From an optimization exercise on the open Yosys and OpenROAD flow, aimed at a short achievable clock period and few clock cycles per item; shortcuts taken in it are not production practice. The RTL was checked by simulation tests, not by an equivalence proof against the original design. No activity file was given, so power comes from the tool's default toggle rates.

v26:
==> flow/design.v (excerpt) <==
module mm_top (
    input  logic         clk_buf,
    input  logic         sys_reset,
    input  logic         cmd_valid,
    input  logic [(4 * 8)-1:0] cmd_word,
    output logic         cmd_credit,
    output logic         res_valid,
    output mm_data_pkg::mm_acc_t      res_data,
    input  logic         res_credit,
    output logic         busy,
    output logic         done
);
==> flow/config.mk <==
export PLATFORM = sky130hd
export DESIGN_NAME = mm_top
export DESIGN_NICKNAME = mm_top
export VERILOG_FILES = /design/flow/design.v
export SDC_FILE = /design/flow/constraint.sdc
export NUM_CORES = 4
export LEC_CHECK = 0
export ABC_CLOCK_PERIOD_IN_PS = 2500
export CAP_MARGIN = 20
export CORE_MARGIN = 2
export CORE_UTILIZATION = 80
export CTS_CLUSTER_DIAMETER = 100
export CTS_CLUSTER_SIZE = 24
export PLACE_DENSITY = 0.85
export SLEW_MARGIN = 20
export SYNTH_HIERARCHICAL = 1
==> flow/constraint.sdc <==
create_clock -name core_clock -period 10.5 [get_ports {clk_buf}]
set_input_delay 2.1000 -clock core_clock [delete_from_list [all_inputs] [get_ports {clk_buf}]]
set_output_delay 2.1000 -clock core_clock [all_outputs]
set_load 0.01 [all_outputs]
standard.sh (not shown) runs the stock make flow with config.mk's settings and CLKGATE_MAP_FILE= SYNTH_SCRIPT=/design/flow/synth_recipe.tcl, a recipe that flattens the netlist after the stock synthesis.
==> flow/flow/run.sh <==
#!/bin/bash
set -euo pipefail
here=$(cd "$(dirname "$0")" && pwd)
MARGIN=$(cat "$here/margin.txt" 2>/dev/null || echo 7.5)
extra="SETUP_SLACK_MARGIN=${MARGIN} TNS_END_PERCENT=100 MATCH_CELL_FOOTPRINT=0"
if [[ -f "$here/cts_args.txt" ]]; then
  extra="$extra CTS_ARGS='$(tr '\n' ' ' < "$here/cts_args.txt")'"
fi
python3 - "$extra" <<'PY'
import sys
s = open('standard.sh').read()
key = ' "${@:-finish}"'
assert key in s
s = s.replace(key, ' ' + sys.argv[1] + key)
open('standard_knobs.sh', 'w').write(s)
PY
bash standard_knobs.sh > make_flow.log 2>&1
Testbench counts of v26, summed over its fixed seeds: cycles 5,265, products 320.
#### Input delta (v42 over v26)
Settings: removing PLACE_DENSITY (formerly 0.85); changing CORE_UTILIZATION from 80 to 40.
v42: all stages complete, timing, DRC and antenna checks passed
Summary — final cycle utilization of the critical path, v42 relative to v26: higher, by 0.47 points.
In v42 the total global routing track utilization turned out 20 points lower than in v26.
Re first-pass GRT wire length: v42 and v26 aren't equal, and the higher value belongs to v26.
The higher floorplan die area came out of v42.
Global-route track usage on met2 ends up higher on v26.
Endpoint arrival time on the critical path (v42 over v26): increase, 0.05 ns
Compared with v26, v42 ends up with more cell area.
v42 vs v26 — die span in y climbed by more than a quarter
Compared with v26, in v42 number of ordinary and repair buffers in the finished layout saw a decrease; cell leakage power saw little to no change; via count of the first global-routing pass saw a decrease.
> inputs changed (v42 -> v56)
Settings: CORE_UTILIZATION changed from 40 to 65; PLACE_DENSITY newly set to 0.75.
## What came out
Delta (v56 minus v42): share of the final layout cell area in multi-input gates up 0.26 points, share of cell area taken by flip-flops and latches picked up an extra 0.61 points, global routing usage on met1 moved up, cell-internal power shows a reduction of 0.36%, count of plain and timing-repair buffers increased 14.
Taking v42 as the reference, in v56 cell count after placement went down about 12%, inverter count of the layout excluding clock inverters lower.
[v56 vs v42] total routing resource utilization after global routing: higher in v56
On total power, v56 and v42 are neck and neck.
Setup changes, v56 to v43
Settings: CORE_UTILIZATION changed from 65 to 80; PLACE_DENSITY changed from 0.75 to 0.85.
==> flow/flow/margin.txt (new file) <==
7.7
Findings:
Worst hold slack in v43 is 0.025 ns above v56. Re number of gates resized after cts: v56 was lower than v43. A capture point of the critical path of busy is what v43 shows, while cmd_credit belongs to v56. Diff v56 -> v43: global-route wire length before repair up about 10%; final design area excluding fillers grew by about 0.5%. The maximum clock frequency of v43 is higher than that of v56.


Starting RTL as in the previous note.
clock: 10.5 ns
lec_check: 0
abc_clock_period_in_ps: 2500
cap_margin: 20
core_margin: 2
core_utilization: 80
cts_cluster_diameter: 60
cts_cluster_size: 16
place_density: 0.85
slew_margin: 20
synth_hierarchical: 1
Scripts as last shown in full above: flow/flow/run.sh
The starting point passed the timing, DRC and antenna checks.
Testbench counts at the start, summed over its fixed seeds: cycles 5,265, products 320.
Rerun with:
Settings changed: ABC_CLOCK_PERIOD_IN_PS 2500 to 1500, CTS_CLUSTER_DIAMETER 60 to 80, CTS_CLUSTER_SIZE 16 to 20.
What happened: The new run went through all stages and came out clean; worst setup slack improves by 37 ps; first-iteration DRC count went down by 7.6%; power went down by 2.5%.
Rerun with:
Settings changed: ABC_CLOCK_PERIOD_IN_PS 1500 to 2500.
=> Routed wire length stays the same; worst hold slack stays the same; worst setup slack stays the same; via count stays the same; combinational power barely changes; register-to-register slack stays flat; fmax stays the same; synthesized cell count is unchanged; sequential share of layout area stays the same; power does not change.
Rerun with:
Settings changed: CORE_UTILIZATION 80 to 90, CTS_CLUSTER_DIAMETER 80 to 100, CTS_CLUSTER_SIZE 20 to 24, PLACE_DENSITY 0.85 to 0.92.
After rerunning: The new run ended with an error in global routing (5_1_grt); synthesized cell count does not change; synthesized area does not change.

==> re-timing with driven ports <==
How much do the figures lean on ideal ports? The routed layouts below were timed once more, with nothing changed but the port constraints.
Step 1: set_driving_cell puts a clkbuf_16 on clk_buf and a buf_2 on each other input, an assumption about the parent block.
Step 2 also shifts input and output timing later by t, the mid clock arrival at the registers, as if the neighbouring blocks saw the same clock.
Three values: ideal, step 1, step 2; two values: the first two.
run | t, ns | setup slack, ns | hold WS [ns] | worst setup path after step 2
v26 | 0.715 | 7.297 / 7.228 / 6.951 | 0.357 / 0.357 / 0.357 | input, reset recovery
v42 | 0.760 | 7.248 / 7.172 / 6.919 | 0.336 / 0.336 / 0.336 | input, reset recovery
v56 | 0.714 | 7.278 / 7.208 / 7.044 | 0.334 / 0.334 / 0.334 | input, reset recovery
v43 | 0.719 | 7.297 / 7.226 / 7.194 | 0.359 / 0.359 / 0.359 | input, reset recovery
the first run of note 2 | 0.736 | 7.278 / 7.208 / 6.921 | 0.347 / 0.347 / 0.347 | input, reset recovery
the second run of note 2 | 0.703 | 7.315 / 7.247 / 6.958 | 0.359 / 0.359 / 0.359 | input, reset recovery
the third run of note 2 | 0.703 | 7.315 / 7.247 / 6.958 | 0.359 / 0.359 / 0.359 | input, reset recovery
After both steps every run listed still meets setup and hold. The worst setup slack also covers recovery checks on asynchronous resets.
